What follows belongs to an exercise in optimizing a design on an open flow for small area, a short achievable clock period and few clock cycles; a production flow would make more cautious choices.
RTL that was checked went through simulation tests only; none was proved equivalent to the original.

==> inputs of run a <==
// lottery_scheduler
module lottery_scheduler (
  input  logic           clk_i,
  input  logic           rst_ni,
  input  logic           in_valid_i,
  output logic           in_stall_o,
  input  logic [58:0]    in_req_i,
  output logic           out_valid_o,
  input  logic           out_stall_i,
  output logic [40:0]    out_res_o
);
  lsch_pkg::req_t in_req;
  assign in_req = lsch_pkg::req_t'(in_req_i);
  typedef enum logic [2:0] {
    StIdle  = 3'd0,
    StExec  = 3'd1,
    StDiv   = 3'd2,
    StWalk  = 3'd3,
    StMv1   = 3'd4,
    StMv2   = 3'd5,
    StMv3   = 3'd6,
    StMv4   = 3'd7
  } state_e;
  logic [15:0] tix_q [16];
  logic [15:0] use_q, rdy_q;
  logic [19:0] total_q;
  state_e      state_q;
  logic [2:0]  op_q;
  logic [3:0]  s_q, d_q;
  logic [15:0] t_q;
  logic        isr_q;
  logic [30:0] rv_q;
  logic [1:0]  gsel_q;       
  logic [19:0] rem_q;        
  logic [21:0] t3_q;         
  logic [3:0]  cnt_q;        
  logic        out_valid_q, pend_q, pfound_q, pmoved_q;
  logic [40:0] res_q;
  logic [15:0] g [4];
  logic [3:0]  glive;
  always_comb begin
    for (int i = 0; i < 4; i++) g[i] = tix_q[{gsel_q, 2'(i)}];
    glive = 4'((use_q & rdy_q) >> {gsel_q, 2'd0});
  end
  logic [1:0]  lsel;
  logic [15:0] tp;           
  assign lsel = (state_q == StExec) ? s_q[1:0] : d_q[1:0];
  assign tp   = g[lsel];
  logic s_use, s_rdy, d_use, d_rdy;
  assign s_use = use_q[s_q];
  assign s_rdy = rdy_q[s_q];
  assign d_use = use_q[d_q];
  assign d_rdy = rdy_q[d_q];
  logic exec_multi, busy;
  assign exec_multi = ((op_q == lsch_pkg::OpMove) && s_use && d_use && (s_q != d_q)) ||
                      ((op_q == lsch_pkg::OpDraw) && (total_q != 20'd0));
  assign busy       = pend_q || ((state_q != StIdle) && !((state_q == StExec) && !exec_multi));
  assign in_stall_o = busy;
  logic in_accept;
  assign in_accept  = in_valid_i && !in_stall_o;
  assign out_valid_o = out_valid_q;
  ...
clock: 8.0 ns
lec_check: 0
abc_clock_period_in_ps: 4000
cap_margin: 20
core_margin: 2
core_utilization: 40
setup_slack_margin: 3.5
slew_margin: 20
run.sh (not shown) runs the stock make flow with config.mk's settings and CLKGATE_MAP_FILE= SYNTH_SCRIPT=/design/flow/synth_recipe.tcl, a recipe that flattens the netlist after the stock synthesis.
==> run b (differences from run a) <==
--- a/flow/design.v
+++ b/flow/design.v
@@ -139,34 +139,35 @@
   logic        isr_q;
   logic [30:0] rv_q;
   logic [1:0]  gsel_q;       
   logic [19:0] rem_q;        
   logic [21:0] t3_q;         
   logic [3:0]  cnt_q;        
   logic        out_valid_q, pend_q, pfound_q, pmoved_q;
+  logic        nxt_q;        
   logic [40:0] res_q;
   logic [15:0] g [4];
   logic [3:0]  glive;
   always_comb begin
     for (int i = 0; i < 4; i++) g[i] = tix_q[{gsel_q, 2'(i)}];
     glive = 4'((use_q & rdy_q) >> {gsel_q, 2'd0});
   end
-  logic [1:0]  lsel;
+  logic [1:0]  lsel_q;       
   logic [15:0] tp;           
-  assign lsel = (state_q == StExec) ? s_q[1:0] : d_q[1:0];
-  assign tp   = g[lsel];
+  assign tp   = g[lsel_q];
   logic s_use, s_rdy, d_use, d_rdy;
   assign s_use = use_q[s_q];
   assign s_rdy = rdy_q[s_q];
   assign d_use = use_q[d_q];
   assign d_rdy = rdy_q[d_q];
   logic exec_multi, busy;
   assign exec_multi = ((op_q == lsch_pkg::OpMove) && s_use && d_use && (s_q != d_q)) ||
                       ((op_q == lsch_pkg::OpDraw) && (total_q != 20'd0));
-  assign busy       = pend_q || ((state_q != StIdle) && !((state_q == StExec) && !exec_multi));
+  assign busy       = pend_q || ((state_q == StWalk) ? nxt_q :
+                      ((state_q != StIdle) && !((state_q == StExec) && !exec_multi)));
   assign in_stall_o = busy;
   logic in_accept;
   assign in_accept  = in_valid_i && !in_stall_o;
   assign out_valid_o = out_valid_q;
   assign out_res_o   = res_q;
   logic out_free;
   assign out_free = !out_valid_q || !out_stall_i;
@@ -177,29 +178,38 @@
   always_comb begin
     jj = 4'd0;
     for (int b = 0; b < 20; b++) begin
       if (total_q[b]) jj = 4'((b + 1) >> 1);
     end
     rem_init = 20'(rv_ext >> (6'd32 - {1'b0, jj, 1'b0}));
   end
-  logic [1:0]  dig;
-  logic [21:0] x;
-  logic [22:0] d1, d2, d3;
-  logic [19:0] rem_step;
+  function automatic logic [19:0] r4step(input logic [19:0] r, input logic [1:0] dg,
+                                         input logic [19:0] t, input logic [21:0] t3);
+    logic [21:0] xx;
+    logic [22:0] e1, e2, e3;
+    xx = {r, dg};
+    e1 = {1'b0, xx} - {3'b0, t};
+    e2 = {1'b0, xx} - {2'b0, t, 1'b0};
+    e3 = {1'b0, xx} - {1'b0, t3};
+    if (!e3[22])      r4step = e3[19:0];
+    else if (!e2[22]) r4step = e2[19:0];
+    else if (!e1[22]) r4step = e1[19:0];
+    else              r4step = xx[19:0];
+  endfunction
+  logic [3:0]  dig_q, dig_d;
+  logic [19:0] rem_a, rem_b;
   always_comb begin
-    dig = rv_ext[{cnt_q, 1'b0} +: 2];
-    x   = {rem_q, dig};
-    d1  = {1'b0, x} - {3'b0, total_q};
-    d2  = {1'b0, x} - {2'b0, total_q, 1'b0};
-    d3  = {1'b0, x} - {1'b0, t3_q};
-    if (!d3[22])      rem_step = d3[19:0];
-    else if (!d2[22]) rem_step = d2[19:0];
-    else if (!d1[22]) rem_step = d1[19:0];
-    else              rem_step = x[19:0];
+    rem_a = r4step(rem_q, dig_q[3:2], total_q, t3_q);
+    rem_b = r4step(rem_a, dig_q[1:0], total_q, t3_q);
   end
+  function automatic logic [3:0] dig_pair(input logic [31:0] v, input logic [3:0] i);
+    logic [33:0] w;
+    w = {v, 2'b00};
+    dig_pair = w[{i, 1'b0} +: 4];
+  endfunction
   logic [21:0] nw0, nw1, nw2, nw3, r22;
   logic [21:0] sa, ca, sb, cb, sc, cc, ma, mb, mc;
   logic [21:0] e1, e2, e3, e4;
   always_comb begin
     r22 = {2'b0, rem_q};
     nw0 = ~{6'd0, glive[0] ? g[0] : 16'd0};
     nw1 = ~{6'd0, glive[1] ? g[1] : 16'd0};
@@ -229,15 +239,15 @@
   end
   state_e      state_d;
   logic [15:0] use_d, rdy_d;
   logic [19:0] total_d;
   logic [19:0] rem_d;
   logic [21:0] t3_d;
   logic [3:0]  cnt_d;
-  logic [1:0]  gsel_d;
+  logic [1:0]  gsel_d, lsel_d;
   logic [15:0] t_d;
   logic        done;
   logic        rfound, rmoved;    
   logic        tw_en;
   logic [3:0]  tw_addr;
   logic [15:0] tw_data;
   always_comb begin
@@ -245,15 +255,17 @@
     use_d    = use_q;
     rdy_d    = rdy_q;
     total_d  = total_q;
     rem_d    = rem_q;
     t3_d     = t3_q;
     cnt_d    = cnt_q;
     gsel_d   = gsel_q;
+    lsel_d   = lsel_q;
     t_d      = t_q;
+    dig_d    = dig_q;
     done     = 1'b0;
     rfound   = 1'b0;
     rmoved   = 1'b0;
     tw_en    = 1'b0;
     tw_addr  = s_q;
     tw_data  = t_q;
     if (!pend_q) begin
@@ -275,14 +287,15 @@
                 else       total_d = total_q - {4'd0, tp};
               end
             end
             lsch_pkg::OpMove: begin
               if (s_use && d_use && (s_q != d_q)) begin
                 t3_d    = {6'd0, tp};
                 gsel_d  = d_q[3:2];
+                lsel_d  = d_q[1:0];
                 state_d = StMv1;
               end else begin
                 done = 1'b1;
               end
             end
             lsch_pkg::OpRelease: begin
               done = 1'b1;
@@ -295,25 +308,32 @@
             lsch_pkg::OpDraw: begin
               if (total_q == 20'd0) begin
                 done = 1'b1;
               end else begin
                 t3_d    = {2'b0, total_q} + {1'b0, total_q, 1'b0};
                 rem_d   = rem_init;
                 cnt_d   = 4'd15 - jj;
+                dig_d   = dig_pair(rv_ext, 4'd15 - jj);
                 gsel_d  = 2'd0;
                 state_d = StDiv;
               end
             end
             default: done = 1'b1;
           endcase
         end
         StDiv: begin
-          rem_d = rem_step;
-          cnt_d = cnt_q - 4'd1;
-          if (cnt_q == 4'd0) state_d = StWalk;
+          if (cnt_q == 4'd0) begin
+            rem_d   = rem_a;
+            state_d = StWalk;
+          end else begin
+            rem_d   = rem_b;
+            cnt_d   = cnt_q - 4'd2;
+            dig_d   = dig_pair(rv_ext, cnt_q - 4'd2);
+            if (cnt_q == 4'd1) state_d = StWalk;
+          end
         end
         StWalk: begin
           cnt_d = {gsel_q, neg[0] ? 2'd0 : neg[1] ? 2'd1 : neg[2] ? 2'd2 : 2'd3};
           if (neg != 4'd0) begin
             done   = 1'b1;
             rfound = 1'b1;
           end else begin
@@ -342,18 +362,24 @@
           tw_data = t3_q[15:0] - t_q;
           done    = 1'b1;
           rmoved  = 1'b1;
         end
         default: ;
       endcase
     end
-    if (done) state_d = StIdle;
+    if (done) begin
+      state_d = nxt_q ? StExec : StIdle;
+      gsel_d  = s_q[3:2];
+    end
     if (in_accept) begin
-      state_d = StExec;
-      gsel_d  = in_req.slot[3:2];
+      lsel_d = in_req.slot[1:0];
+      if ((state_q != StWalk) || done) begin
+        state_d = StExec;
+        gsel_d  = in_req.slot[3:2];
+      end
     end
   end
   logic        c_found;
   logic [3:0]  c_win;
   logic [15:0] c_moved;
   always_comb begin
     if (pend_q) begin
@@ -370,15 +396,18 @@
     if (!rst_ni) begin
       state_q     <= StIdle;
       use_q       <= '0;
       rdy_q       <= '0;
       total_q     <= '0;
       out_valid_q <= 1'b0;
       pend_q      <= 1'b0;
+      nxt_q       <= 1'b0;
     end else begin
+      if (done)                                nxt_q <= 1'b0;
+      else if (in_accept && state_q == StWalk) nxt_q <= 1'b1;
       state_q <= state_d;
       use_q   <= use_d;
       rdy_q   <= rdy_d;
       total_q <= total_d;
       if (out_free) begin
         out_valid_q <= done || pend_q;
         pend_q      <= 1'b0;
@@ -398,13 +427,15 @@
       s_q   <= in_req.slot;
       d_q   <= in_req.other_slot;
       isr_q <= in_req.is_ready;
       rv_q  <= in_req.random_value;
     end
     t_q    <= in_accept ? in_req.ticket_count : t_d;
     gsel_q <= gsel_d;
+    lsel_q <= lsel_d;
     rem_q  <= rem_d;
     t3_q   <= t3_d;
     cnt_q  <= cnt_d;
+    dig_q  <= dig_d;
     if (tw_en) tix_q[tw_addr] <= tw_data;
   end
 endmodule
ABC_CLOCK_PERIOD_IN_PS = 4500   (was 4000)
CORE_UTILIZATION = 55   (was 40)
==> flow_summary.toml <==
[critical_path]
crit_family = "compound AO/OA/AOI/OAI gates"
critPathMaxFanout = 7

[detailed_routing]
wire_per_inst_um = 30.4

[floorplan]
die_h_um = 268

[logic_synthesis]
synth_common_cells = "edfxtp_1 (406), ha_1 (353), nand2_1 (285)"

[final_layout]
seq_area_um2 = 13800

[run_status]
status = "complete, no violations"
(the above is from run b)
==> flow_summary.toml <==
[final_layout]
fillCellCount = 7776
seq_area_um2 = 13600

[logic_synthesis]
synth_common_cells = "edfxtp_1 (402), ha_1 (291), inv_1 (247)"

[critical_path]
critPathMaxFanout = 6
crit_family = "adder cells"
r2r_cells = 25

[detailed_routing]
wire_per_inst_um = 26.5
vias = 29195

[run_status]
status = "complete, no violations"
(the above is from run a)
Testbench counts of run b, summed over its fixed seeds: cycles 38,872.
The RTL of run a was laid out without a check of its function.


==> inputs of run A <==
lottery_scheduler, a different RTL version from the one above (not shown whole).
==> flow/design.v (excerpt) <==
module lottery_scheduler (
  input  logic           clk_i,
  input  logic           rst_ni,
  input  logic           in_valid_i,
  output logic           in_stall_o,
  input  logic [58:0]    in_req_i,
  output logic           out_valid_o,
  input  logic           out_stall_i,
  output logic [40:0]    out_res_o
);
Settings: LEC_CHECK=0, ABC_AREA=1, ABC_CLOCK_PERIOD_IN_PS=4000, CAP_MARGIN=10, CORE_MARGIN=2, CORE_UTILIZATION=44, SETUP_SLACK_MARGIN=3.0, SLEW_MARGIN=10, TNS_END_PERCENT=0; clock period 8.0 ns.
==> run D: changes against run A <==
--- a/flow/design.v
+++ b/flow/design.v
@@ -164,14 +164,14 @@
   logic out_free;
   assign out_free = !out_valid_q || !out_stall_i;
   logic exec_noop;
   always_comb begin
     case (op_q)
-      lsch_pkg::OpAssign:  exec_noop = !(s_use && s_rdy);    
+      lsch_pkg::OpAssign:  exec_noop = 1'b0;
       lsch_pkg::OpReady:   exec_noop = !(s_use && (s_rdy != isr_q));
       lsch_pkg::OpMove:    exec_noop = !(s_use && d_use && (s_q != d_q));
-      lsch_pkg::OpRelease: exec_noop = !s_rdy;
+      lsch_pkg::OpRelease: exec_noop = !s_use;
       lsch_pkg::OpDraw:    exec_noop = (total_q == 20'd0);
       default:             exec_noop = 1'b1;
     endcase
   end
   logic        silent;
@@ -318,11 +318,13 @@
         gsel_d = gsel_q + 2'd1;
       end
     end
     case (state_q)
       StExec: begin
-        if (silent || (!walk_q && (pn_q == 2'd0) && out_free)) begin
+        if (silent) begin
+          state_d = StIdle;
+        end else if (!walk_q && (pn_q == 2'd0) && out_free) begin
           case (op_q)
             lsch_pkg::OpAssign: begin
               r_done = 1'b1;
               tot_en     = s_use && s_rdy;
               tw_en      = 1'b1;
@@ -404,12 +406,11 @@
           rmoved  = 1'b1;
         end
       end
       default: ;
     endcase
-    if (silent) r_done = 1'b0;           
-    if (r_done || silent) state_d = StIdle;
+    if (r_done) state_d = StIdle;
     p_out = !walk_q && (pn_q != 2'd0) && out_free;
     tot_opnd = {4'd0, tot_mv ? t_q : tp};
     if (tot_en) total_d = total_q + (tot_sub ? ~tot_opnd : tot_opnd) + {19'd0, tot_sub};
     if (in_accept) begin
       lsel_d  = in_req.slot[1:0];
Settings changed: CORE_UTILIZATION 44 to 40, PLACE_DENSITY from default to 0.75, TNS_END_PERCENT 0 to 5.
==> run X: changes against run A <==
--- a/flow/design.v
+++ b/flow/design.v
@@ -164,14 +164,14 @@
   logic out_free;
   assign out_free = !out_valid_q || !out_stall_i;
   logic exec_noop;
   always_comb begin
     case (op_q)
-      lsch_pkg::OpAssign:  exec_noop = !(s_use && s_rdy);    
+      lsch_pkg::OpAssign:  exec_noop = 1'b0;
       lsch_pkg::OpReady:   exec_noop = !(s_use && (s_rdy != isr_q));
       lsch_pkg::OpMove:    exec_noop = !(s_use && d_use && (s_q != d_q));
-      lsch_pkg::OpRelease: exec_noop = !s_rdy;
+      lsch_pkg::OpRelease: exec_noop = !s_use;
       lsch_pkg::OpDraw:    exec_noop = (total_q == 20'd0);
       default:             exec_noop = 1'b1;
     endcase
   end
   logic        silent;
@@ -318,11 +318,13 @@
         gsel_d = gsel_q + 2'd1;
       end
     end
     case (state_q)
       StExec: begin
-        if (silent || (!walk_q && (pn_q == 2'd0) && out_free)) begin
+        if (silent) begin
+          state_d = StIdle;
+        end else if (!walk_q && (pn_q == 2'd0) && out_free) begin
           case (op_q)
             lsch_pkg::OpAssign: begin
               r_done = 1'b1;
               tot_en     = s_use && s_rdy;
               tw_en      = 1'b1;
@@ -404,12 +406,11 @@
           rmoved  = 1'b1;
         end
       end
       default: ;
     endcase
-    if (silent) r_done = 1'b0;           
-    if (r_done || silent) state_d = StIdle;
+    if (r_done) state_d = StIdle;
     p_out = !walk_q && (pn_q != 2'd0) && out_free;
     tot_opnd = {4'd0, tot_mv ? t_q : tp};
     if (tot_en) total_d = total_q + (tot_sub ? ~tot_opnd : tot_opnd) + {19'd0, tot_sub};
     if (in_accept) begin
       lsel_d  = in_req.slot[1:0];
Settings changed: ABC_AREA 1 to default, CORE_UTILIZATION 44 to 40, TNS_END_PERCENT 0 to 5.
==> qor summary <==
Multi-input logic area: run A 22100 sq um; run X 23200 sq um; run D 24200 sq um
Portion of the post-synthesis area used by sequential elements: run A 35.4%; run X 36.2%; run D 33.9%
Layout multi-input combinational cell count: run A 3506; run X 2710; run D 3810
Levels on crit path: run A 32; run X 21; run D 25
Util after Layout: run A 51.9%; run X 49.2%; run D 48.9%
Critical path launch point: run A gsel_q[0]; run X gsel_q[0]; run D gsel_q[1]
Leading cell type in the layout, fill and taps excluded: run A sky130_fd_sc_hd__nand2_1; run X sky130_fd_sc_hd__edfxtp_1; run D sky130_fd_sc_hd__nand2_1
Fraction of final layout cells sized beyond drive strength 1: run A 11.6%; run X 20.4%; run D 14.9%
Clock tree buffer count of the final layout: run A 63; run X 61; run D 67
Min-delay src: run A rdy_q[2]; run X t3_q[16]; run D t3_q[18]
Register-to-register setup slack: run A 2.53 ns; run X 2.19 ns; run D 2.81 ns
Final clock period utilization by the worst path: run A 68.4%; run X 72.7%; run D 64.9%
Global routing usage on met1: run A 42.0%; run X 35.8%; run D 39.0%
Number of signal-net buffers in the layout: run A 289; run X 389; run D 357
Met2 Track Usage GR: run A 52.3%; run X 41.6%; run D 45.9%
Worst Tran Pin Value: run A 1.16 ns; run X 1.18 ns; run D 1.23 ns
Run status: run A timing/DRC/antenna clean; run X timing/DRC/antenna clean; run D timing/DRC/antenna clean
Gate count after technology mapping: run A 4673; run X 3587; run D 5054
Testbench counts of run A, summed over its fixed seeds: cycles 30,200.
Testbench counts of run D, summed over its fixed seeds: cycles 30,578.
Testbench counts of run X, summed over its fixed seeds: cycles 30,578.

[re-timing with driven ports]
In the flow no input, the clock included, has a driving cell. The finished layouts below were timed again as built, in two steps.
Step 1 (the two cells are an assumption about what drives the block):
set clk [get_ports {clk_i}]
set_driving_cell -lib_cell sky130_fd_sc_hd__clkbuf_16 $clk
set_driving_cell -lib_cell sky130_fd_sc_hd__buf_2 [delete_from_list [all_inputs] $clk]
Step 2 moves the port delays by t, midway between the first and last clock arrival at a register: inputs arrive t later, outputs are due t later. That takes back most of the time a late clock gives input paths.
Three values: no drivers, after step 1, after step 2; two values: the first two.
| run | t, ns | slack for setup (ns) | worst slew at a driven data input, ns |
|---|---|---|---|
| run a of note 1 | 0.689 | 2.453 / 2.453 / 2.453 | 0.05 |
| run b of note 1 | 0.704 | 1.945 / 1.945 / 1.945 | 0.08 |
| run A of note 2 | 0.693 | 2.527 / 2.527 / 2.136 | 0.04 |
| run D of note 2 | 0.686 | 2.811 / 2.811 / 2.377 | 0.08 |
| run X of note 2 | 0.675 | 2.185 / 2.160 / 1.705 | 0.05 |
After both steps setup and hold are still met in every run listed. The setup slack of run X of note 2, which loses most, moves by -0.025 ns with the drivers and by -0.480 ns with both steps.
